Source: an optimization exercise on an open RTL-to-GDS flow (aim: small area and a short achievable clock period). Production flows keep margins and buffers that such runs may drop. Only simulation tests tie the RTL to the original design; equivalence was not proved.

==> flow/design.v (outline; a module is shown in full before it is edited, if it fits) <==
// module c_fa: 4 lines
// module c_ha: 4 lines
// module c_inv: 3 lines
// module c_or2: 3 lines
// module c_nand2: 3 lines
// module c_nand3: 3 lines
// module c_nand4: 3 lines
// module c_or3: 3 lines
// module c_xor2: 3 lines
// module c_xnor2: 3 lines
// module c_o22ai: 3 lines
// module c_a222oi: 3 lines
// module c_mux2i: 3 lines
// module c_fa1: 4 lines
// module c_nor2: 3 lines
// module c_mux4: 3 lines
// module c_a22oi: 3 lines
// module c_and3: 3 lines
// module c_a21oi: 3 lines
// module c_o21ai: 3 lines
// module rf_read_core: 28 lines
// module rf_read: 13 lines
// module rf_read2: 15 lines
// module regfile: 48 lines
// module mul_benc: 5 lines
// module mul_bpp: 5 lines
// module mul_bpp1: 5 lines
// module alu_add_zero: 6 lines
// module mips_alu: 124 lines
// module alu_add: 333 lines
// module mul32: 1331 lines
// module div_sub_1: 14 lines
// module div_sub_2: 15 lines
// module div_sub_3: 16 lines
// module div_sub_4: 19 lines
// module div_sub_5: 20 lines
// module div_sub_6: 23 lines
// module div_sub_7: 26 lines
// module div_sub_8: 31 lines
// module div_sub_9: 32 lines
// module div_sub_10: 35 lines
// module div_sub_11: 38 lines
// module div_sub_12: 43 lines
// module div_sub_13: 46 lines
// module div_sub_14: 51 lines
// module div_sub_15: 56 lines
// module div_sub_16: 63 lines
// module div_sub_17: 64 lines
// module div_sub_18: 67 lines
// module div_sub_19: 70 lines
// module div_sub_20: 75 lines
// module div_sub_21: 78 lines
// module div_sub_22: 83 lines
// module div_sub_23: 88 lines
// module div_sub_24: 95 lines
// module div_sub_25: 98 lines
// module div_sub_26: 103 lines
// module div_sub_27: 108 lines
// module div_sub_28: 115 lines
// module div_sub_29: 120 lines
// ... 26 more modules
module mips_exec_core
(
    input  logic      clock,
    input  logic      reset,
    input  logic      instr_valid,   
    input  mips_pkg::word_t     instr,
    input  mips_pkg::reg_addr_t dbg_addr,      
    output mips_pkg::word_t     result,
    output logic      zero,
    output logic      illegal,
    output mips_pkg::word_t     dbg_data
);
  // ...
==> flow/flow/run.sh <==
#!/bin/bash
# The standard layout (the standard.sh, all steps), except that the
# buffers ORFS puts on the input and output ports are buf_4 cells instead
# of its default delay buffer.  make's output goes to make.log here; each
# ORFS step keeps its own log under orfs/logs/.
set -euo pipefail
export BUFFER_PORTS_ARGS="-buffer_cell sky130_fd_sc_hd__buf_4"
bash standard.sh > make.log 2>&1
==> flow/standard.sh <==
#!/bin/bash
# synth_recipe.tcl (not shown) runs the flow's synth.tcl, then flattens the netlist and writes it again
# the make line also repeats each setting of config.mk as NAME=value (left out here)
make -C /OpenROAD-flow-scripts/flow DESIGN_CONFIG=/design/flow/config.mk WORK_HOME=/design/flow/orfs CLKGATE_MAP_FILE= SYNTH_SCRIPT=/design/flow/synth_recipe.tcl "${@:-finish}"
==> flow/config.mk <==
export PLATFORM = sky130hd
export DESIGN_NAME = mips_exec_core
export DESIGN_NICKNAME = mips_exec_core
export VERILOG_FILES = /design/flow/design.v
export SDC_FILE = /design/flow/constraint.sdc
export NUM_CORES = 8
export LEC_CHECK = 0
export ABC_CLOCK_PERIOD_IN_PS = 40000
export CAP_MARGIN = 20
export CELL_PAD_IN_SITES_GLOBAL_PLACEMENT = 2
export CORE_MARGIN = 2
export CORE_UTILIZATION = 55
export CTS_BUF_LIST = sky130_fd_sc_hd__clkbuf_8
export PLACE_DENSITY = 0.65
export SETUP_SLACK_MARGIN = 4
export SLEW_MARGIN = 20
export SYNTH_HIERARCHICAL = 1
==> flow/constraint.sdc <==
create_clock -name core_clock -period 125.0 [get_ports {clock}]
set_input_delay 25.0000 -clock core_clock [delete_from_list [all_inputs] [get_ports {clock}]]
set_output_delay 25.0000 -clock core_clock [all_outputs]
set_load 0.01 [all_outputs]
==> impl_metrics.py, run 1 <==
metrics = {
    "die": {
        "ios": 106,
        "coreArea_um2": 214000,
        "taps": 2838,
    },
    "setup_path": {
        "worstSetupEndpoint": "result[8]",
        "worstReg2RegEnd": "u_regfile.rf[840]$_DFFE_PP_",
        "reg2reg_from": "u_alu.hl_b[0]$_DFFE_PP_",
    },
    "cells_and_area": {
        "diodes": 56,
        "multi_input_area_um2": 80400,
        "area_growth_pct": 8.53,
        "final-clk-cell-share_pct": 2.97,
    },
    "route": {
        "m1WireLength_mm": 190,
        "wl_per_cell_um": 39.0,
        "met2_wirelength_mm": 221,
    },
    "cts": {
        "cts.sinks": 1141,
        "clkTransAtPathRegs_ns": 0.06,
        "hold_buffers": 0,
    },
    "hold_path": {
        "hold_path_depth": 1,
    },
    "timing": {
        "maxSlewHeadroom_pct": 16.1,
        "hold_viol": 0,
        "max_freq_mhz": 17.5,
    },
    "logic_synthesis": {
        "synth_xor_area_share_pct": 8.28,
        "yosysTopAreaCell": "edfxtp_1",
        "syn_area_um2": 118000,
        "netlist_top_cells_count": "edfxtp_1, a222oi_1, ha_1, inv_1, xor2_1",
        "synth_top_family_by_area": "adder cells",
    },
    "run_status": {
        "status": "no timing/DRC/antenna violations",
    },
    "global_routing": {
        "use_met2_pct": 68.1,
        "met3_usage_pct": 21.7,
        "grt_util_met1_pct": 59.4,
        "grt_pass1_wl_mm": 761,
    },
}
==> module rf_read2, before the edit <==
module rf_read2
(
    input  logic [31:1]  sel,
    input  logic         sel_sp0,
    input  logic [991:0] words,
    output logic [31:0]  rd,
    output logic [31:0]  rd_x
);
    logic [95:0] n;
    rf_read_core u_c (.sel(sel), .sel_sp0(sel_sp0), .words(words), .n(n));
    for (genvar j = 0; j < 32; j++) begin : g_bit
        c_or3 u_o (.a(n[3*j]), .b(n[3*j+1]), .c(n[3*j+2]), .y(rd[j]));
        c_or3 u_x (.a(n[3*j]), .b(n[3*j+1]), .c(n[3*j+2]), .y(rd_x[j]));
    end
endmodule
==> module regfile, before the edit <==
module regfile
(
    input  logic        clock,
    input  logic        reset,
    input  logic        we,      
    input  logic [4:0]  wa,
    input  logic [31:0] wd,
    input  logic [4:0]  ra0,     
    input  logic [4:0]  ra1,     
    input  logic [4:0]  ra2,     
    output logic [31:0] rd0,
    output logic [31:0] rd1,
    output logic [31:0] rd2,
    output logic [31:0] rd0_x,   
    output logic [31:0] rd1_x
);
    logic [991:0] rf;            
    logic [31:1]  vld;           
    always_ff @(posedge clock or posedge reset) begin
        if (reset) begin
            vld <= '0;
        end else begin
            for (int i = 1; i < 32; i++) begin
                if (we && (wa == i[4:0])) vld[i] <= 1'b1;
            end
        end
    end
    always_ff @(posedge clock) begin
        for (int i = 1; i < 32; i++) begin
            if (we && (wa == i[4:0])) rf[32*(i-1) +: 32] <= wd;
        end
    end
    logic [31:1] sel0, sel1, sel2;
    logic        sp0_0, sp0_1, sp0_2;
    always_comb begin
        for (int i = 1; i < 32; i++) begin
            sel0[i] = (ra0 == i[4:0]) && vld[i];
            sel1[i] = (ra1 == i[4:0]) && vld[i];
            sel2[i] = (ra2 == i[4:0]) && vld[i];
        end
    end
    assign sp0_0 = (ra0 == 5'(29)) && !vld[29];
    assign sp0_1 = (ra1 == 5'(29)) && !vld[29];
    assign sp0_2 = (ra2 == 5'(29)) && !vld[29];
    rf_read2 u_rd0 (.sel(sel0), .sel_sp0(sp0_0), .words(rf), .rd(rd0), .rd_x(rd0_x));
    rf_read2 u_rd1 (.sel(sel1), .sel_sp0(sp0_1), .words(rf), .rd(rd1), .rd_x(rd1_x));
    rf_read  u_rd2 (.sel(sel2), .sel_sp0(sp0_2), .words(rf), .rd(rd2));
endmodule
==> module mips_alu, before the edit <==
module mips_alu
(
    input  logic        clock,
    input  logic        reset,
    input  logic        hilo_write,   
    input  logic [31:0] instr,
    input  logic [31:0] a,            
    input  logic [31:0] rt,           
    input  logic [31:0] a_x,          
    input  logic [31:0] rt_x,         
    output logic [31:0] y,
    output logic [31:0] y_wd,         
    output logic        zero
);
    localparam int KDIV = 18;      
    logic [31:0]     hl_a, hl_b;
    logic [33:0]     hl_b3;           
    logic [KDIV-1:0] hl_q;
    logic            hl_div;
    logic            hl_v;            
    logic [63:0]     product;
    logic [31:0]     dv_ra;
    logic [33:0]     dv_b3;
    logic [KDIV-1:0] dv_q;
    logic            rt_zero, is_div;
    mul32 u_mul (.a(a), .b(rt), .p(product));
    assign rt_zero = (rt == 32'd0);
    assign is_div  = instr[1];        
    div_b3 u_div_b3 (.b(rt), .b3(dv_b3));
    div_front u_div_front (
        .ra_in  (a),
        .b      (rt),
        .b3     (dv_b3),
        .ra_out (dv_ra),
        .q      (dv_q)
    );
    always_ff @(posedge clock or posedge reset) begin
        if (reset) begin
            hl_div <= 1'b0;
            hl_v   <= 1'b0;
        end else if (hilo_write) begin
            hl_div <= is_div && !rt_zero;
            hl_v   <= 1'b1;
        end
    end
    always_ff @(posedge clock) begin
        if (hilo_write) begin
            if (is_div && !rt_zero) begin
                hl_a <= dv_ra;
                hl_b <= rt;
            end else begin
                hl_a <= product[31:0];    
                hl_b <= product[63:32];
            end
            hl_q  <= dv_q;
            hl_b3 <= dv_b3;
        end
    end
    logic [31:0]        rem_f;
    logic [31-KDIV:0]   q_lo;
    logic               dv_zr, dv_zq;
    div_back u_div_back (
        .ra_in  (hl_a),
        .b      (hl_b),
        .b3     (hl_b3),
        .ra_out (rem_f),
        .zr     (dv_zr),
        .zq     (dv_zq),
        .q      (q_lo)
    );
    logic        op_i, sub;
    logic [31:0] bsel, sum;
    logic        sum31x;                  
    logic        slt_e, slt_g, z_add;
    assign op_i = instr[29];                  
    assign sub  = !op_i && instr[1];          
    assign bsel = op_i ? {{16{instr[15]}}, instr[15:0]} : (sub ? ~rt_x : rt_x);
    alu_add      u_add  (.a(a_x), .b(bsel), .ci(sub), .s(sum), .s31x(sum31x));
    alu_add_zero u_zadd (.a(a_x), .b(bsel), .ci(sub), .z(z_add));
    logic s_sum, s_and, s_or, s_slt, s_hd, s_hm, s_ld, s_lm;
    assign s_sum = op_i || (instr[5] && !instr[2] && !instr[3]);       
    assign s_and = !op_i && instr[5] && instr[2] && !instr[0];
    assign s_or  = !op_i && instr[5] && instr[2] && instr[0];
    assign s_slt = !op_i && instr[5] && !instr[2] && instr[3];
    assign s_hd  = !op_i && !instr[5] && !instr[3] && !instr[1] && hl_div;             
    assign s_hm  = !op_i && !instr[5] && !instr[3] && !instr[1] && !hl_div && hl_v;
    assign s_ld  = !op_i && !instr[5] && !instr[3] && instr[1] && hl_div;              
    assign s_lm  = !op_i && !instr[5] && !instr[3] && instr[1] && !hl_div && hl_v;
    assign slt_e = s_slt && (a_x[31] ^ rt_x[31]) && a_x[31];
    assign slt_g = s_slt && !(a_x[31] ^ rt_x[31]);
    logic [31:0] early_n, late_n;
    assign early_n = ~(({32{s_and}} & (a_x & rt_x))
                     | ({32{s_or}}  & (a_x | rt_x))
                     | ({32{s_hm}}  & hl_b)
                     | ({32{s_lm}}  & hl_a)
                     | ({32{s_ld}}  & {hl_q, {(32-KDIV){1'b0}}}));
    for (genvar j = 0; j < 32; j++) begin : g_y
        if (j < 32 - KDIV) begin : g_q
            c_a222oi u_l (.a1(s_sum), .a2(sum[j]), .b1(s_hd), .b2(rem_f[j]),
                          .c1(s_ld), .c2(q_lo[j]), .y(late_n[j]));
        end else begin : g_nq
            c_a22oi u_l (.a1(s_sum), .a2(sum[j]), .b1(s_hd), .b2(rem_f[j]), .y(late_n[j]));
        end
        if (j == 0) begin : g_slt
            logic slt_n;
            c_a21oi u_s (.a1(slt_g), .a2(sum31x), .b1(slt_e), .y(slt_n));
            c_nand3 u_y (.a(late_n[j]), .b(early_n[j]), .c(slt_n), .y(y[j]));
            c_nand3 u_w (.a(late_n[j]), .b(early_n[j]), .c(slt_n), .y(y_wd[j]));
        end else begin : g_o
            c_nand2 u_y (.a(late_n[j]), .b(early_n[j]), .y(y[j]));
            c_nand2 u_w (.a(late_n[j]), .b(early_n[j]), .y(y_wd[j]));
        end
    end
    logic zl_n, zq_n, ze_n;
    assign ze_n = !(slt_e
                 || (s_and && ((a_x & rt_x) != '0))
                 || (s_or  && ((a_x | rt_x) != '0))
                 || (s_hm  && (hl_b != '0))
                 || (s_lm  && (hl_a != '0))
                 || (s_ld  && (hl_q != '0)));
    c_a222oi u_zl (.a1(s_sum), .a2(!z_add), .b1(slt_g), .b2(sum31x), .c1(s_hd), .c2(!dv_zr), .y(zl_n));
    c_nand2  u_zq (.a(s_ld), .b(!dv_zq), .y(zq_n));
    c_and3   u_z  (.a(zl_n), .b(zq_n), .c(ze_n), .y(zero));
endmodule
==> inputs of run 2 (changes only) <==
--- a/flow/design.v
+++ b/flow/design.v
@@ -67,2 +67,11 @@
 endmodule
+module c_and4 (input logic a, b, c, d, output logic y);
+    assign y = a & b & c & d;
+endmodule
+module c_nor3 (input logic a, b, c, output logic y);
+    assign y = ~(a | b | c);
+endmodule
+module c_a221oi (input logic a1, a2, b1, b2, c1, output logic y);
+    assign y = ~((a1 & a2) | (b1 & b2) | c1);
+endmodule
 `timescale 1ns/1ps
@@ -113,3 +122,3 @@
     input  logic         sel_sp0,
-    input  logic [991:0] words,
+    input  logic [991:0] words,      
     output logic [31:0]  rd,
@@ -117,9 +126,53 @@
 );
-    logic [95:0] n;
-    rf_read_core u_c (.sel(sel), .sel_sp0(sel_sp0), .words(words), .n(n));
     for (genvar j = 0; j < 32; j++) begin : g_bit
-        c_or3 u_o (.a(n[3*j]), .b(n[3*j+1]), .c(n[3*j+2]), .y(rd[j]));
-        c_or3 u_x (.a(n[3*j]), .b(n[3*j+1]), .c(n[3*j+2]), .y(rd_x[j]));
+        logic [11:0] t;              
+        logic [2:0]  m;              
+        for (genvar g = 0; g < 10; g++) begin : g_grp
+            c_a222oi u_t (
+                .a1(sel[3*g+1]), .a2(words[32*(3*g)   + j]),
+                .b1(sel[3*g+2]), .b2(words[32*(3*g+1) + j]),
+                .c1(sel[3*g+3]), .c2(words[32*(3*g+2) + j]),
+                .y (t[g]));
+        end
+        c_nand2 u_t31 (.a(sel[31]), .b(words[32*30 + j]), .y(t[10]));
+        c_and4 u_m0 (.a(t[0]), .b(t[1]), .c(t[2]), .d(t[3]), .y(m[0]));
+        c_and4 u_m1 (.a(t[4]), .b(t[5]), .c(t[6]), .d(t[7]), .y(m[1]));
+        if (((32'h200 >> j) & 1) != 0) begin : g_init
+            c_inv  u_t0 (.a(sel_sp0), .y(t[11]));
+            c_and4 u_m2 (.a(t[8]), .b(t[9]), .c(t[10]), .d(t[11]), .y(m[2]));
+        end else begin : g_noinit
+            assign t[11] = 1'b1;
+            c_and3 u_m2 (.a(t[8]), .b(t[9]), .c(t[10]), .y(m[2]));
+        end
+        c_nand3 u_o (.a(m[0]), .b(m[1]), .c(m[2]), .y(rd[j]));
+        c_nand3 u_x (.a(m[0]), .b(m[1]), .c(m[2]), .y(rd_x[j]));
     end
 endmodule
+module rf_dec
+(
+    input  logic [4:0]  ra,
+    input  logic [31:1] vld,
+    output logic [31:1] sel,         
+    output logic        sel_sp0      
+);
+    logic [4:0] ran;
+    logic [3:0] h;                   
+    logic [7:0] l;                   
+    for (genvar b = 0; b < 5; b++) begin : g_inv
+        c_inv u_i (.a(ra[b]), .y(ran[b]));
+    end
+    for (genvar k = 0; k < 4; k++) begin : g_h
+        c_nor2 u_h (.a(k[1] ? ran[4] : ra[4]), .b(k[0] ? ran[3] : ra[3]), .y(h[k]));
+    end
+    for (genvar k = 0; k < 8; k++) begin : g_l
+        c_nor3 u_l (.a(k[2] ? ran[2] : ra[2]), .b(k[1] ? ran[1] : ra[1]),
+                    .c(k[0] ? ran[0] : ra[0]), .y(l[k]));
+    end
+    for (genvar i = 1; i < 32; i++) begin : g_sel
+        c_and3 u_s (.a(h[i >> 3]), .b(l[i & 7]), .c(vld[i]), .y(sel[i]));
+    end
+    logic vld_sp_n;
+    c_inv  u_v (.a(vld[29]), .y(vld_sp_n));
+    c_and3 u_sp (.a(h[29 >> 3]), .b(l[29 & 7]), .c(vld_sp_n), .y(sel_sp0));
+endmodule
 module regfile
@@ -158,12 +211,5 @@
     logic        sp0_0, sp0_1, sp0_2;
-    always_comb begin
-        for (int i = 1; i < 32; i++) begin
-            sel0[i] = (ra0 == i[4:0]) && vld[i];
-            sel1[i] = (ra1 == i[4:0]) && vld[i];
-            sel2[i] = (ra2 == i[4:0]) && vld[i];
-        end
-    end
-    assign sp0_0 = (ra0 == 5'(29)) && !vld[29];
-    assign sp0_1 = (ra1 == 5'(29)) && !vld[29];
-    assign sp0_2 = (ra2 == 5'(29)) && !vld[29];
+    rf_dec u_dec0 (.ra(ra0), .vld(vld), .sel(sel0), .sel_sp0(sp0_0));
+    rf_dec u_dec1 (.ra(ra1), .vld(vld), .sel(sel1), .sel_sp0(sp0_1));
+    rf_dec u_dec2 (.ra(ra2), .vld(vld), .sel(sel2), .sel_sp0(sp0_2));
     rf_read2 u_rd0 (.sel(sel0), .sel_sp0(sp0_0), .words(rf), .rd(rd0), .rd_x(rd0_x));
@@ -284,14 +330,14 @@
     assign slt_g = s_slt && !(a_x[31] ^ rt_x[31]);
-    logic [31:0] early_n, late_n;
-    assign early_n = ~(({32{s_and}} & (a_x & rt_x))
-                     | ({32{s_or}}  & (a_x | rt_x))
-                     | ({32{s_hm}}  & hl_b)
-                     | ({32{s_lm}}  & hl_a)
-                     | ({32{s_ld}}  & {hl_q, {(32-KDIV){1'b0}}}));
+    logic [31:0] early, sum_n, rest_n;
+    assign early = ({32{s_and}} & (a_x & rt_x))
+                 | ({32{s_or}}  & (a_x | rt_x))
+                 | ({32{s_hm}}  & hl_b)
+                 | ({32{s_lm}}  & hl_a)
+                 | ({32{s_ld}}  & {hl_q, {(32-KDIV){1'b0}}});
     for (genvar j = 0; j < 32; j++) begin : g_y
+        c_nand2 u_n (.a(s_sum), .b(sum[j]), .y(sum_n[j]));
         if (j < 32 - KDIV) begin : g_q
-            c_a222oi u_l (.a1(s_sum), .a2(sum[j]), .b1(s_hd), .b2(rem_f[j]),
-                          .c1(s_ld), .c2(q_lo[j]), .y(late_n[j]));
+            c_a221oi u_r (.a1(s_hd), .a2(rem_f[j]), .b1(s_ld), .b2(q_lo[j]), .c1(early[j]), .y(rest_n[j]));
         end else begin : g_nq
-            c_a22oi u_l (.a1(s_sum), .a2(sum[j]), .b1(s_hd), .b2(rem_f[j]), .y(late_n[j]));
+            c_a21oi u_r (.a1(s_hd), .a2(rem_f[j]), .b1(early[j]), .y(rest_n[j]));
         end
@@ -300,10 +346,10 @@
             c_a21oi u_s (.a1(slt_g), .a2(sum31x), .b1(slt_e), .y(slt_n));
-            c_nand3 u_y (.a(late_n[j]), .b(early_n[j]), .c(slt_n), .y(y[j]));
-            c_nand3 u_w (.a(late_n[j]), .b(early_n[j]), .c(slt_n), .y(y_wd[j]));
+            c_nand3 u_y (.a(sum_n[j]), .b(rest_n[j]), .c(slt_n), .y(y[j]));
+            c_nand3 u_w (.a(sum_n[j]), .b(rest_n[j]), .c(slt_n), .y(y_wd[j]));
         end else begin : g_o
-            c_nand2 u_y (.a(late_n[j]), .b(early_n[j]), .y(y[j]));
-            c_nand2 u_w (.a(late_n[j]), .b(early_n[j]), .y(y_wd[j]));
+            c_nand2 u_y (.a(sum_n[j]), .b(rest_n[j]), .y(y[j]));
+            c_nand2 u_w (.a(sum_n[j]), .b(rest_n[j]), .y(y_wd[j]));
         end
     end
-    logic zl_n, zq_n, ze_n;
+    logic zs_n, zl_n, zq_n, ze_n;
     assign ze_n = !(slt_e
@@ -314,5 +360,6 @@
                  || (s_ld  && (hl_q != '0)));
-    c_a222oi u_zl (.a1(s_sum), .a2(!z_add), .b1(slt_g), .b2(sum31x), .c1(s_hd), .c2(!dv_zr), .y(zl_n));
+    c_nand2  u_zs (.a(slt_g), .b(sum31x), .y(zs_n));
+    c_a22oi  u_zl (.a1(s_sum), .a2(!z_add), .b1(s_hd), .b2(!dv_zr), .y(zl_n));
     c_nand2  u_zq (.a(s_ld), .b(!dv_zq), .y(zq_n));
-    c_and3   u_z  (.a(zl_n), .b(zq_n), .c(ze_n), .y(zero));
+    c_and4   u_z  (.a(zs_n), .b(zl_n), .c(zq_n), .d(ze_n), .y(zero));
 endmodule
--- a/flow/config.mk
+++ b/flow/config.mk
@@ -11,5 +11,5 @@
 export CORE_MARGIN = 2
-export CORE_UTILIZATION = 55
+export CORE_UTILIZATION = 50
 export CTS_BUF_LIST = sky130_fd_sc_hd__clkbuf_8
-export PLACE_DENSITY = 0.65
+export PLACE_DENSITY = 0.6
 export SETUP_SLACK_MARGIN = 4
==> run 2 against run 1 <==
  * Largest cell class unchanged
  * Count of clock-buffer cells in the layout increased by 8
  * Critical path type is now input pin to primary output
  * Global-route usage is 1.4 points lower
  * Flip-flop and latch count stayed put
  * Critical path depth decreased by 66
  * Still clean on timing, DRC and antenna
  * Register-to-register slack better by 0.23 ns
  * Worst setup slack better by 1.3 ns
  * Final cell count grew 3.7%
==> impl_metrics.py, run 2 <==
metrics = {
    "logic_synthesis": {
        "yosys.area_share.simple_pct": 11.0,
        "netlist_top_cells_count": "edfxtp_1, a222oi_1, ha_1, inv_1, xor2_1",
        "synth.distinct_cells": 150,
        "syn_area_um2": 119000,
        "ys_top_cells_by_area": "edfxtp_1, fa_1, ha_1",
        "synthCells": 10704,
        "synthAdderAreaFrac_pct": 21.7,
        "synth_edf_count": 1108,
        "synth_mux_area_share_pct": 6.22,
        "ys_warn_count": 8,
        "yosysMostFrequentCell": "edfxtp_1",
        "synthFlopType": "edfxtp_1",
        "seq_area_frac_synth_pct": 28.6,
        "synth_top_family_by_area": "adder cells",
        "yosysTopAreaCell": "edfxtp_1",
        "synth-compound-area-share_pct": 20.7,
        "yosys.area.top_type_share_pct": 27.9,
        "ys_ff_latch": 1141,
        "ys_async_sr_fraction_pct": 2.89,
        "synth_xor_area_share_pct": 8.10,
        "syn_avg_cell_area_um2": 11.2,
    },
    "global_routing": {
        "grt.overflow.total": 0,
        "grt_pass1_wl_mm": 811,
        "grt_antenna_before_repair": 59,
        "grt_pass1_vias": 107225,
        "track_usage_pct": 47.1,
        "grt_max_degree": 72,
    },
    "cells_and_area": {
        "layout_commonest_cell": "edfxtp_1",
        "largest_reg_flops": 992,
        "final_net_count": 12779,
        "area_growth_pct": 8.92,
        "reg_top3": "u_regfile.rf x992, u_alu.hl_b3 x34",
        "instances_no_fill": 14549,
        "multi_input_area_um2": 81500,
        "final_cell_mix": "edfxtp_1, a222oi_1, inv_1",
        "regMostFlops": "u_regfile.rf",
        "seq_area_um2": 34100,
        "n_fill_cell": 20675,
        "drive_above_1_share_pct": 14.5,
        "final_core_util_pct": 54.7,
    },
    "die": {
        "num_rows": 179,
        "coreArea_um2": 238000,
        "ios": 106,
        "die_w_um": 493,
        "dieHeight_um": 493,
        "initial_core_util_pct": 50.2,
        "fp.dieArea_um2": 243000,
    },
    "cts": {
        "clkTransAtPathRegs_ns": 0.07,
        "cts_tree": "done",
        "h-tree-depth": 4,
        "cts_resized": 0,
        "clock_latency_ns": 1.08,
        "cts_buffers": 194,
        "hold_buffers": 0,
        "cts.sinks": 1141,
        "clk_path_buf_depth": 3,
        "post-cts-setup-buffers": 0,
        "clock-root-buffer": "clkbuf_8",
    },
    "timing": {
        "slew_violations": 0,
        "setup_tns_ns": 0,
        "max_freq_mhz": 17.9,
        "fin_crit_sh_pct": 44.6,
        "period_needed_ns": 55.79,
        "setup_violations": 0,
        "rsz0062_at_grt": "false",
        "maxSlewHeadroom_pct": 13.1,
        "fin_ws_ns": 69.21,
        "worst_slew_pin_slew_ns": 1.30,
        "hold_viol": 0,
        "skew_ns": 0.212,
    },
    "placement": {
        "portBuffers": 105,
        "place_worst_setup_slack_ns": 69.33,
        "placed_cells": 14095,
        "place_congestion": 1.10,
        "hpwl_mm": 407,
    },
    "setup_path": {
        "crit_path_start_kind": "input pin",
        "critPathRequiredTime_ns": 100.00,
        "cp.arrival_ns": 30.79,
        "cp-end-kind": "primary output",
        "cp_max_fo": 32,
        "path_class": "input pin to primary output",
    },
    "hold_path": {
        "hp-class": "register to register",
    },
    "route": {
        "drcViolationCount": 0,
        "routed_wl_mm": 593,
        "drtPass1Iterations": 23,
        "viasPerCell": 7.75,
        "dr.first_iter.drc_count": 24854,
        "wl_per_cell_um": 40.7,
        "antenna_left": 0,
        "dr_total_vias": 112689,
    },
    "run": {
        "cap_violations": 0,
    },
    "run_status": {
        "status": "no timing/DRC/antenna violations",
    },
}
## run 2: final timing paths
check / from / endpoint / slack (ns) / cells after the start
worst max-delay path: instr[19] / result[0] / 69.21 / 20
worst min-delay path: u_alu.hl_v$_DFFE_PP0P_ / u_alu.hl_v$_DFFE_PP0P_ / 0.50 / 1
worst max register to register: u_regfile.vld[2]$_DFFE_PP0P_ / u_alu.hl_a[14]$_DFFE_PP_ / 93.87 / 84
worst min register to register: u_alu.hl_v$_DFFE_PP0P_ / u_alu.hl_v$_DFFE_PP0P_ / 0.50 / 1
max in group asynchronous: reset / u_regfile.vld[10]$_DFFE_PP0P_ / 100.46 / 3
min in group asynchronous: reset / u_alu.hl_v$_DFFE_PP0P_ / 23.86 / 2
## run 2: cell families after synthesis
| family | after synthesis |
|---|---|
| other | 2 |
| AO/OA/AOI/OAI | 3040 |
| AND/OR/NAND/NOR | 2368 |
| flip-flops | 1141 |
| XOR/XNOR | 1104 |
| multiplexers | 392 |
| adder cells (fa/ha/maj) | 1615 |
| buffers and inverters | 1042 |
## run 2: cell type report
| cell class | count | area share, % |
|---|---|---|
| Clock inverter | 162 | 0.944 |
| Multi-Input combinational cell | 8524 | 62.7 |
| Sequential cell | 1141 | 26.2 |
| Timing Repair Buffer | 422 | 2.44 |
| Clock buffer | 197 | 2.08 |
| Antenna cell | 95 | 0.183 |
| Inverter | 841 | 2.43 |
| Tap cell | 3167 | 3.05 |
## run 2: worst max-delay path, stage by stage
cell and delay (ns):
buf_4 0.10, inv_1 0.05, nor2_1 0.57, and3_1 0.27
buf_4 0.62, a222oi_1 0.23, and4_1 0.30, nand3_1 0.60
xnor2_1 0.19, o21ai_0 0.15, ha_1 0.42, a21oi_2 0.13
o21ai_1 0.47, a21oi_2 0.15, o21ai_1 0.45, a21oi_2 0.20
xnor2_1 0.20, a21oi_2 0.19, nand3_1 0.18, buf_4 0.27
## run 2: modules after synthesis, one instance, submodules excluded, excerpt
module | cells inside | copies in the design | flip-flops and latches | area, um^2
div_back | 101 | 1 | 0 | 494
div_sub_28 | 158 | 2 | 0 | 1230
c_o22ai | 1 | 496 | 0 | 6.26
div_sub_24 | 131 | 2 | 0 | 1040
div4_stage_2 | 6 | 1 | 0 | 42.5
div_sub_15 | 74 | 1 | 0 | 636
c_o21ai | 1 | 54 | 0 | 5.00
div_sub_9 | 41 | 1 | 0 | 349
## run 2: metrics by stage
stage	hold WS (ns)	area, um^2
after floorplan	0.438	119000
after global placement	0.462	126000
after detailed placement	0.462	126000
after CTS	0.485	130000
after global routing	0.505	130000
final	0.497	130000
## run 2: per-layer routing
layer / share of wire [%] / track usage (%)
met5: 0.36 / 4.03
met4: 7.7 / 28.5
met3: 17 / 24.1
met2: 39 / 64.3
met1: 36 / 58.4
==> module div_front, before the edit <==
module div_front
(
    input  logic [31:0] ra_in,    
    input  logic [31:0] b,
    input  logic [33:0] b3,       
    output logic [31:0] ra_out,   
    output logic [17:0] q
);
    logic [31:0] bn;
    logic [33:0] b3n;
    assign bn  = ~b;
    assign b3n = ~b3;
    logic [32:0] hz;              
    assign hz[32] = 1'b1;
    for (genvar w = 31; w >= 0; w--) begin : g_hz
        assign hz[w] = hz[w+1] & ~b[w];
    end
    logic [32:0] hz3;             
    assign hz3[2] = (b <= 32'd1);
    assign hz3[4] = (b <= 32'd5);
    assign hz3[6] = (b <= 32'd21);
    assign hz3[8] = (b <= 32'd85);
    assign hz3[10] = (b <= 32'd341);
    assign hz3[12] = (b <= 32'd1365);
    assign hz3[14] = (b <= 32'd5461);
    assign hz3[16] = (b <= 32'd21845);
    assign hz3[18] = (b <= 32'd87381);
    logic [1:0] r1;
    logic [3:0] r2;
    logic [5:0] r3;
    logic [7:0] r4;
    logic [9:0] r5;
    logic [11:0] r6;
    logic [13:0] r7;
    logic [15:0] r8;
    logic [17:0] r9;
    div4_stage_1 u_s1 (.t(ra_in[31:30]), .bn(bn[1:0]), .b3n(b3n[1:0]), .hz1(hz[2]), .hz2(hz[1]), .hz3(hz3[2]), .y(r1), .q(q[17:16]));
    div4_stage_2 u_s2 (.t({r1, ra_in[29:28]}), .bn(bn[3:0]), .b3n(b3n[3:0]), .hz1(hz[4]), .hz2(hz[3]), .hz3(hz3[4]), .y(r2), .q(q[15:14]));
    div4_stage_3 u_s3 (.t({r2, ra_in[27:26]}), .bn(bn[5:0]), .b3n(b3n[5:0]), .hz1(hz[6]), .hz2(hz[5]), .hz3(hz3[6]), .y(r3), .q(q[13:12]));
    div4_stage_4 u_s4 (.t({r3, ra_in[25:24]}), .bn(bn[7:0]), .b3n(b3n[7:0]), .hz1(hz[8]), .hz2(hz[7]), .hz3(hz3[8]), .y(r4), .q(q[11:10]));
    div4_stage_5 u_s5 (.t({r4, ra_in[23:22]}), .bn(bn[9:0]), .b3n(b3n[9:0]), .hz1(hz[10]), .hz2(hz[9]), .hz3(hz3[10]), .y(r5), .q(q[9:8]));
    div4_stage_6 u_s6 (.t({r5, ra_in[21:20]}), .bn(bn[11:0]), .b3n(b3n[11:0]), .hz1(hz[12]), .hz2(hz[11]), .hz3(hz3[12]), .y(r6), .q(q[7:6]));
    div4_stage_7 u_s7 (.t({r6, ra_in[19:18]}), .bn(bn[13:0]), .b3n(b3n[13:0]), .hz1(hz[14]), .hz2(hz[13]), .hz3(hz3[14]), .y(r7), .q(q[5:4]));
    div4_stage_8 u_s8 (.t({r7, ra_in[17:16]}), .bn(bn[15:0]), .b3n(b3n[15:0]), .hz1(hz[16]), .hz2(hz[15]), .hz3(hz3[16]), .y(r8), .q(q[3:2]));
    div4_stage_9 u_s9 (.t({r8, ra_in[15:14]}), .bn(bn[17:0]), .b3n(b3n[17:0]), .hz1(hz[18]), .hz2(hz[17]), .hz3(hz3[18]), .y(r9), .q(q[1:0]));
    assign ra_out = {r9, ra_in[13:0]};
endmodule
==> inputs of run 3 (changes only) <==
--- a/flow/design.v
+++ b/flow/design.v
@@ -254,12 +254,7 @@
 );
-    localparam int KDIV = 18;      
-    logic [31:0]     hl_a, hl_b;
-    logic [33:0]     hl_b3;           
-    logic [KDIV-1:0] hl_q;
-    logic            hl_div;
+    logic [31:0]     hl_lo, hl_hi;
     logic            hl_v;            
     logic [63:0]     product;
-    logic [31:0]     dv_ra;
+    logic [31:0]     quot, rem;
     logic [33:0]     dv_b3;
-    logic [KDIV-1:0] dv_q;
     logic            rt_zero, is_div;
@@ -269,3 +264,3 @@
     div_b3 u_div_b3 (.b(rt), .b3(dv_b3));
-    div_front u_div_front (
+    div_front u_div (
         .ra_in  (a),
@@ -273,4 +268,4 @@
         .b3     (dv_b3),
-        .ra_out (dv_ra),
-        .q      (dv_q)
+        .ra_out (rem),
+        .q      (quot)
     );
@@ -278,7 +273,5 @@
         if (reset) begin
-            hl_div <= 1'b0;
-            hl_v   <= 1'b0;
+            hl_v <= 1'b0;
         end else if (hilo_write) begin
-            hl_div <= is_div && !rt_zero;
-            hl_v   <= 1'b1;
+            hl_v <= 1'b1;
         end
@@ -288,24 +281,10 @@
             if (is_div && !rt_zero) begin
-                hl_a <= dv_ra;
-                hl_b <= rt;
+                hl_lo <= quot;
+                hl_hi <= rem;
             end else begin
-                hl_a <= product[31:0];    
-                hl_b <= product[63:32];
+                hl_lo <= product[31:0];    
+                hl_hi <= product[63:32];
             end
-            hl_q  <= dv_q;
-            hl_b3 <= dv_b3;
         end
     end
-    logic [31:0]        rem_f;
-    logic [31-KDIV:0]   q_lo;
-    logic               dv_zr, dv_zq;
-    div_back u_div_back (
-        .ra_in  (hl_a),
-        .b      (hl_b),
-        .b3     (hl_b3),
-        .ra_out (rem_f),
-        .zr     (dv_zr),
-        .zq     (dv_zq),
-        .q      (q_lo)
-    );
     logic        op_i, sub;
@@ -319,3 +298,3 @@
     alu_add_zero u_zadd (.a(a_x), .b(bsel), .ci(sub), .z(z_add));
-    logic s_sum, s_and, s_or, s_slt, s_hd, s_hm, s_ld, s_lm;
+    logic s_sum, s_and, s_or, s_slt, s_hi, s_lo;
     assign s_sum = op_i || (instr[5] && !instr[2] && !instr[3]);       
@@ -324,6 +303,4 @@
     assign s_slt = !op_i && instr[5] && !instr[2] && instr[3];
-    assign s_hd  = !op_i && !instr[5] && !instr[3] && !instr[1] && hl_div;             
-    assign s_hm  = !op_i && !instr[5] && !instr[3] && !instr[1] && !hl_div && hl_v;
-    assign s_ld  = !op_i && !instr[5] && !instr[3] && instr[1] && hl_div;              
-    assign s_lm  = !op_i && !instr[5] && !instr[3] && instr[1] && !hl_div && hl_v;
+    assign s_hi  = !op_i && !instr[5] && !instr[3] && !instr[1] && hl_v;    
+    assign s_lo  = !op_i && !instr[5] && !instr[3] && instr[1] && hl_v;     
     assign slt_e = s_slt && (a_x[31] ^ rt_x[31]) && a_x[31];
@@ -333,12 +310,7 @@
                  | ({32{s_or}}  & (a_x | rt_x))
-                 | ({32{s_hm}}  & hl_b)
-                 | ({32{s_lm}}  & hl_a)
-                 | ({32{s_ld}}  & {hl_q, {(32-KDIV){1'b0}}});
+                 | ({32{s_hi}}  & hl_hi)
+                 | ({32{s_lo}}  & hl_lo);
+    assign rest_n = ~early;
     for (genvar j = 0; j < 32; j++) begin : g_y
         c_nand2 u_n (.a(s_sum), .b(sum[j]), .y(sum_n[j]));
-        if (j < 32 - KDIV) begin : g_q
-            c_a221oi u_r (.a1(s_hd), .a2(rem_f[j]), .b1(s_ld), .b2(q_lo[j]), .c1(early[j]), .y(rest_n[j]));
-        end else begin : g_nq
-            c_a21oi u_r (.a1(s_hd), .a2(rem_f[j]), .b1(early[j]), .y(rest_n[j]));
-        end
         if (j == 0) begin : g_slt
@@ -353,3 +325,3 @@
     end
-    logic zs_n, zl_n, zq_n, ze_n;
+    logic zs_n, zl_n, ze_n;
     assign ze_n = !(slt_e
@@ -357,9 +329,7 @@
                  || (s_or  && ((a_x | rt_x) != '0))
-                 || (s_hm  && (hl_b != '0))
-                 || (s_lm  && (hl_a != '0))
-                 || (s_ld  && (hl_q != '0)));
+                 || (s_hi  && (hl_hi != '0))
+                 || (s_lo  && (hl_lo != '0)));
     c_nand2  u_zs (.a(slt_g), .b(sum31x), .y(zs_n));
-    c_a22oi  u_zl (.a1(s_sum), .a2(!z_add), .b1(s_hd), .b2(!dv_zr), .y(zl_n));
-    c_nand2  u_zq (.a(s_ld), .b(!dv_zq), .y(zq_n));
-    c_and4   u_z  (.a(zs_n), .b(zl_n), .c(zq_n), .d(ze_n), .y(zero));
+    c_nand2  u_zl (.a(s_sum), .b(!z_add), .y(zl_n));
+    c_and3   u_z  (.a(zs_n), .b(zl_n), .c(ze_n), .y(zero));
 endmodule
@@ -5072,3 +5042,3 @@
     output logic [31:0] ra_out,   
-    output logic [17:0] q
+    output logic [31:0] q
 );
@@ -5093,2 +5063,9 @@
     assign hz3[18] = (b <= 32'd87381);
+    assign hz3[20] = (b <= 32'd349525);
+    assign hz3[22] = (b <= 32'd1398101);
+    assign hz3[24] = (b <= 32'd5592405);
+    assign hz3[26] = (b <= 32'd22369621);
+    assign hz3[28] = (b <= 32'd89478485);
+    assign hz3[30] = (b <= 32'd357913941);
+    assign hz3[32] = (b <= 32'd1431655765);
     logic [1:0] r1;
@@ -5102,45 +5079,2 @@
     logic [17:0] r9;
-    div4_stage_1 u_s1 (.t(ra_in[31:30]), .bn(bn[1:0]), .b3n(b3n[1:0]), .hz1(hz[2]), .hz2(hz[1]), .hz3(hz3[2]), .y(r1), .q(q[17:16]));
-    div4_stage_2 u_s2 (.t({r1, ra_in[29:28]}), .bn(bn[3:0]), .b3n(b3n[3:0]), .hz1(hz[4]), .hz2(hz[3]), .hz3(hz3[4]), .y(r2), .q(q[15:14]));
-    div4_stage_3 u_s3 (.t({r2, ra_in[27:26]}), .bn(bn[5:0]), .b3n(b3n[5:0]), .hz1(hz[6]), .hz2(hz[5]), .hz3(hz3[6]), .y(r3), .q(q[13:12]));
-    div4_stage_4 u_s4 (.t({r3, ra_in[25:24]}), .bn(bn[7:0]), .b3n(b3n[7:0]), .hz1(hz[8]), .hz2(hz[7]), .hz3(hz3[8]), .y(r4), .q(q[11:10]));
-    div4_stage_5 u_s5 (.t({r4, ra_in[23:22]}), .bn(bn[9:0]), .b3n(b3n[9:0]), .hz1(hz[10]), .hz2(hz[9]), .hz3(hz3[10]), .y(r5), .q(q[9:8]));
-    div4_stage_6 u_s6 (.t({r5, ra_in[21:20]}), .bn(bn[11:0]), .b3n(b3n[11:0]), .hz1(hz[12]), .hz2(hz[11]), .hz3(hz3[12]), .y(r6), .q(q[7:6]));
-    div4_stage_7 u_s7 (.t({r6, ra_in[19:18]}), .bn(bn[13:0]), .b3n(b3n[13:0]), .hz1(hz[14]), .hz2(hz[13]), .hz3(hz3[14]), .y(r7), .q(q[5:4]));
-    div4_stage_8 u_s8 (.t({r7, ra_in[17:16]}), .bn(bn[15:0]), .b3n(b3n[15:0]), .hz1(hz[16]), .hz2(hz[15]), .hz3(hz3[16]), .y(r8), .q(q[3:2]));
-    div4_stage_9 u_s9 (.t({r8, ra_in[15:14]}), .bn(bn[17:0]), .b3n(b3n[17:0]), .hz1(hz[18]), .hz2(hz[17]), .hz3(hz3[18]), .y(r9), .q(q[1:0]));
-    assign ra_out = {r9, ra_in[13:0]};
-endmodule
-module div_back
-(
-    input  logic [31:0] ra_in,    
-    input  logic [31:0] b,
-    input  logic [33:0] b3,       
-    output logic [31:0] ra_out,   
-    output logic        zr,       
-    output logic        zq,       
-    output logic [13:0] q
-);
-    logic [31:0] bn;
-    logic [33:0] b3n;
-    assign bn  = ~b;
-    assign b3n = ~b3;
-    logic [32:0] hz;              
-    assign hz[32] = 1'b1;
-    for (genvar w = 31; w >= 0; w--) begin : g_hz
-        assign hz[w] = hz[w+1] & ~b[w];
-    end
-    logic [32:0] hz3;             
-    logic [34:0] nz3;
-    assign nz3[34] = 1'b0;
-    for (genvar w = 33; w >= 0; w--) begin : g_hz3
-        assign nz3[w] = nz3[w+1] | b3[w];
-    end
-    assign hz3[20] = ~nz3[20];
-    assign hz3[22] = ~nz3[22];
-    assign hz3[24] = ~nz3[24];
-    assign hz3[26] = ~nz3[26];
-    assign hz3[28] = ~nz3[28];
-    assign hz3[30] = ~nz3[30];
-    assign hz3[32] = ~nz3[32];
     logic [19:0] r10;
@@ -5152,3 +5086,12 @@
     logic [31:0] r16;
-    div4_stage_10 u_s10 (.t(ra_in[31:12]), .bn(bn[19:0]), .b3n(b3n[19:0]), .hz1(hz[20]), .hz2(hz[19]), .hz3(hz3[20]), .y(r10), .q(q[13:12]));
+    div4_stage_1 u_s1 (.t(ra_in[31:30]), .bn(bn[1:0]), .b3n(b3n[1:0]), .hz1(hz[2]), .hz2(hz[1]), .hz3(hz3[2]), .y(r1), .q(q[31:30]));
+    div4_stage_2 u_s2 (.t({r1, ra_in[29:28]}), .bn(bn[3:0]), .b3n(b3n[3:0]), .hz1(hz[4]), .hz2(hz[3]), .hz3(hz3[4]), .y(r2), .q(q[29:28]));
+    div4_stage_3 u_s3 (.t({r2, ra_in[27:26]}), .bn(bn[5:0]), .b3n(b3n[5:0]), .hz1(hz[6]), .hz2(hz[5]), .hz3(hz3[6]), .y(r3), .q(q[27:26]));
+    div4_stage_4 u_s4 (.t({r3, ra_in[25:24]}), .bn(bn[7:0]), .b3n(b3n[7:0]), .hz1(hz[8]), .hz2(hz[7]), .hz3(hz3[8]), .y(r4), .q(q[25:24]));
+    div4_stage_5 u_s5 (.t({r4, ra_in[23:22]}), .bn(bn[9:0]), .b3n(b3n[9:0]), .hz1(hz[10]), .hz2(hz[9]), .hz3(hz3[10]), .y(r5), .q(q[23:22]));
+    div4_stage_6 u_s6 (.t({r5, ra_in[21:20]}), .bn(bn[11:0]), .b3n(b3n[11:0]), .hz1(hz[12]), .hz2(hz[11]), .hz3(hz3[12]), .y(r6), .q(q[21:20]));
+    div4_stage_7 u_s7 (.t({r6, ra_in[19:18]}), .bn(bn[13:0]), .b3n(b3n[13:0]), .hz1(hz[14]), .hz2(hz[13]), .hz3(hz3[14]), .y(r7), .q(q[19:18]));
+    div4_stage_8 u_s8 (.t({r7, ra_in[17:16]}), .bn(bn[15:0]), .b3n(b3n[15:0]), .hz1(hz[16]), .hz2(hz[15]), .hz3(hz3[16]), .y(r8), .q(q[17:16]));
+    div4_stage_9 u_s9 (.t({r8, ra_in[15:14]}), .bn(bn[17:0]), .b3n(b3n[17:0]), .hz1(hz[18]), .hz2(hz[17]), .hz3(hz3[18]), .y(r9), .q(q[15:14]));
+    div4_stage_10 u_s10 (.t({r9, ra_in[13:12]}), .bn(bn[19:0]), .b3n(b3n[19:0]), .hz1(hz[20]), .hz2(hz[19]), .hz3(hz3[20]), .y(r10), .q(q[13:12]));
     div4_stage_11 u_s11 (.t({r10, ra_in[11:10]}), .bn(bn[21:0]), .b3n(b3n[21:0]), .hz1(hz[22]), .hz2(hz[21]), .hz3(hz3[22]), .y(r11), .q(q[11:10]));
@@ -5159,3 +5102,2 @@
     div4_stage_16 u_s16 (.t({r15, ra_in[1:0]}), .bn(bn[31:0]), .b3n(b3n[31:0]), .hz1(hz[32]), .hz2(hz[31]), .hz3(hz3[32]), .y(r16), .zr(zr), .q(q[1:0]));
-    assign zq = (q == '0);
     assign ra_out = r16;
==> flow/run.sh (new file) <==
#!/bin/bash
# synth_recipe.tcl (not shown) runs the flow's synth.tcl, then flattens the netlist and writes it again
# the make line also repeats each setting of config.mk as NAME=value (left out here)
make -C /OpenROAD-flow-scripts/flow DESIGN_CONFIG=/design/flow/config.mk WORK_HOME=/design/flow/orfs CLKGATE_MAP_FILE= SYNTH_SCRIPT=/design/flow/synth_recipe.tcl finish
--- a/flow/config.mk
+++ b/flow/config.mk
@@ -11,5 +11,4 @@
 export CORE_MARGIN = 2
-export CORE_UTILIZATION = 50
-export CTS_BUF_LIST = sky130_fd_sc_hd__clkbuf_8
-export PLACE_DENSITY = 0.6
+export CORE_UTILIZATION = 45
+export PLACE_DENSITY = 0.55
 export SETUP_SLACK_MARGIN = 4
removed: flow/flow/run.sh
removed: flow/standard.sh
==> run 3 against run 2 <==
  * Core utilization shrank 5.1 points
  * Die area grew 8.7%
  * Critical path depth grew 147
  * Final cell count shrank 1.0%
  * Flip-flop and latch count shrank 53
  * Global-route usage shrank 5.3 points
  * First-iteration DRC count shrank 18%
==> impl_metrics.py, run 3 <==
metrics = {
    "global_routing": {
        "track_usage_pct": 41.8,
        "grt_antenna_before_repair": 44,
        "grt_max_degree": 60,
        "grt_pass1_wl_mm": 786,
        "grt_pass1_vias": 103649,
        "grt.overflow.total": 0,
    },
    "setup_path": {
        "worstSetupEndpoint": "u_alu.hl_hi[10]$_DFFE_PP_",
        "crit_path_start_kind": "input pin",
        "cp-end-kind": "register",
        "cp.arrival_ns": 79.03,
        "cp.depth": 167,
        "reg2reg_from": "u_regfile.vld[1]$_DFFE_PP0P_",
        "cp_max_fo": 32,
        "reg2reg_depth": 165,
        "path_class": "input pin to register",
        "regToRegSetupSlack_ns": 71.11,
        "cp_common_cell": "mux4_2",
        "crit_path_max_incr_delay_ns": 0.85,
        "slowest_stage": "o21ai_4",
        "cp_top_family": "compound AO/OA/AOI/OAI gates",
        "worstReg2RegEnd": "u_alu.hl_hi[10]$_DFFE_PP_",
        "critPathRequiredTime_ns": 125.47,
        "cp-startpoint": "instr[20]",
        "crit_buf_inv": 15,
    },
    "timing": {
        "worst_slew_pin_slew_ns": 1.29,
        "fin_crit_sh_pct": 62.8,
        "hold_viol": 0,
        "rsz0062_at_grt": "false",
        "setup_tns_ns": 0,
        "max_freq_mhz": 12.7,
        "skew_ns": 0.0965,
        "maxSlewHeadroom_pct": 11.2,
        "period_needed_ns": 78.56,
        "setup_violations": 0,
        "slew_violations": 0,
    },
    "die": {
        "fp.dieArea_um2": 264000,
        "initial_core_util_pct": 45.1,
        "die_w_um": 514,
        "dieHeight_um": 514,
        "num_rows": 187,
        "ios": 106,
        "coreArea_um2": 259000,
    },
    "cells_and_area": {
        "final_core_util_pct": 49.6,
        "reg_top3": "u_regfile.rf x992, u_alu.hl_hi x32, u_alu.hl_lo x32",
        "drive_above_1_share_pct": 13.9,
        "final_net_count": 12530,
        "area_growth_pct": 9.88,
        "layout_commonest_cell": "edfxtp_1",
        "regMostFlops": "u_regfile.rf",
        "largest_reg_flops": 992,
        "final_cell_mix": "edfxtp_1, a222oi_1, ha_1",
    },
    "route": {
        "dr_total_vias": 106454,
        "drtPass1Iterations": 15,
        "antenna_left": 0,
        "viasPerCell": 7.39,
        "drcViolationCount": 0,
        "dr.first_iter.drc_count": 20294,
        "routed_wl_mm": 570,
        "wl_per_cell_um": 39.5,
    },
    "cts": {
        "h-tree-depth": 3,
        "clkTransAtPathRegs_ns": 0.07,
        "clock-root-buffer": "clkbuf_16",
        "clk_path_buf_depth": 3,
        "cts_resized": 0,
        "post-cts-setup-buffers": 0,
        "clock_latency_ns": 0.82,
        "cts.sinks": 1088,
        "hold_buffers": 0,
        "cts_tree": "done",
        "cts_buffers": 118,
    },
    "placement": {
        "portBuffers": 105,
        "hpwl_mm": 407,
        "place_congestion": 1.03,
    },
    "logic_synthesis": {
        "synthCells": 10453,
        "syn_area_um2": 117000,
        "ys_warn_count": 9,
        "syn_avg_cell_area_um2": 11.2,
    },
    "run": {
        "cap_violations": 0,
    },
    "run_status": {
        "status": "no timing/DRC/antenna violations",
    },
    "hold_path": {
        "hp-class": "register to register",
    },
}
## run 3: worst min-delay path by stage
stage	start	endpoint	cells past startpoint
global route	u_alu.hl_v$_DFFE_PP0P_	u_alu.hl_v$_DFFE_PP0P_	1
detailed placement	u_alu.hl_v$_DFFE_PP0P_	u_alu.hl_v$_DFFE_PP0P_	1
global placement	u_alu.hl_v$_DFFE_PP0P_	u_alu.hl_v$_DFFE_PP0P_	1
floorplan	u_alu.hl_v$_DFFE_PP0P_	u_alu.hl_v$_DFFE_PP0P_	1
CTS	u_alu.hl_v$_DFFE_PP0P_	u_alu.hl_v$_DFFE_PP0P_	1
finish	u_alu.hl_v$_DFFE_PP0P_	u_alu.hl_v$_DFFE_PP0P_	1
## run 3: cell type report
class,count,area (um^2)
Antenna cell,26,65.1
Clock buffer,140,3040
Clock inverter,75,803
Fill cell,23148,131000
Inverter,803,3020
Multi-Input combinational cell,8385,80900
Sequential cell,1088,32500
Tap cell,3402,4260
Timing Repair Buffer,483,3900
## run 3: stage by stage
step / std cells / setup slack, ns / hold WS (ns) / cell area [um^2]
6_report: 14402 / 46.44 / 0.473 / 128000
4_1_cts: 14375 / 46.02 / 0.475 / 128000
2_1_floorplan: 10455 / 45.26 / 0.430 / 117000
3_3_place_gp: 14160 / 46.13 / 0.448 / 124000
3_5_place_dp: 14160 / 45.37 / 0.460 / 124000
5_1_grt: 14376 / 42.96 / 0.491 / 128000
## run 3: per-layer routing
layer	vias to the layer above	GRT usage, %	routed length [um]
li1	43156	-	-
met1	53229	51.3	205000
met2	8134	62.9	245000
met3	1907	14.6	77400
met4	28	25.5	42000
met5	-	0	275

-- port drivers added, routing unchanged --
No port has a modelled driver above. Below, the same layouts with a new extraction and two added sets of constraints. Step 1, drivers: a clkbuf_16 drives clock and a buf_2 each remaining input, both assumed. Step 2 times the ports against the registers' clock, not the clock port: input delays grow and output delays shrink by t, the midpoint of the rising clock arrivals with the driver on. Slacks: ideal ports / drivers / drivers and shift; pairs: ideal ports / drivers.
| run | t (ns) | setup slack, ns | slew at the worst register clock pin (ns) |
|---|---|---|---|
| run 1 | 1.046 | 67.929 / 67.847 / 68.353 | 0.07 / 0.07 |
| run 2 | 1.086 | 69.208 / 69.183 / 68.891 | 0.07 / 0.07 |
| run 3 | 0.839 | 46.442 / 46.446 / 45.607 | 0.07 / 0.07 |
After both steps setup and hold are still met in every run listed. For run 3, which loses most, drivers alone change the setup slack by +0.004 ns; drivers and shift together by -0.835 ns.
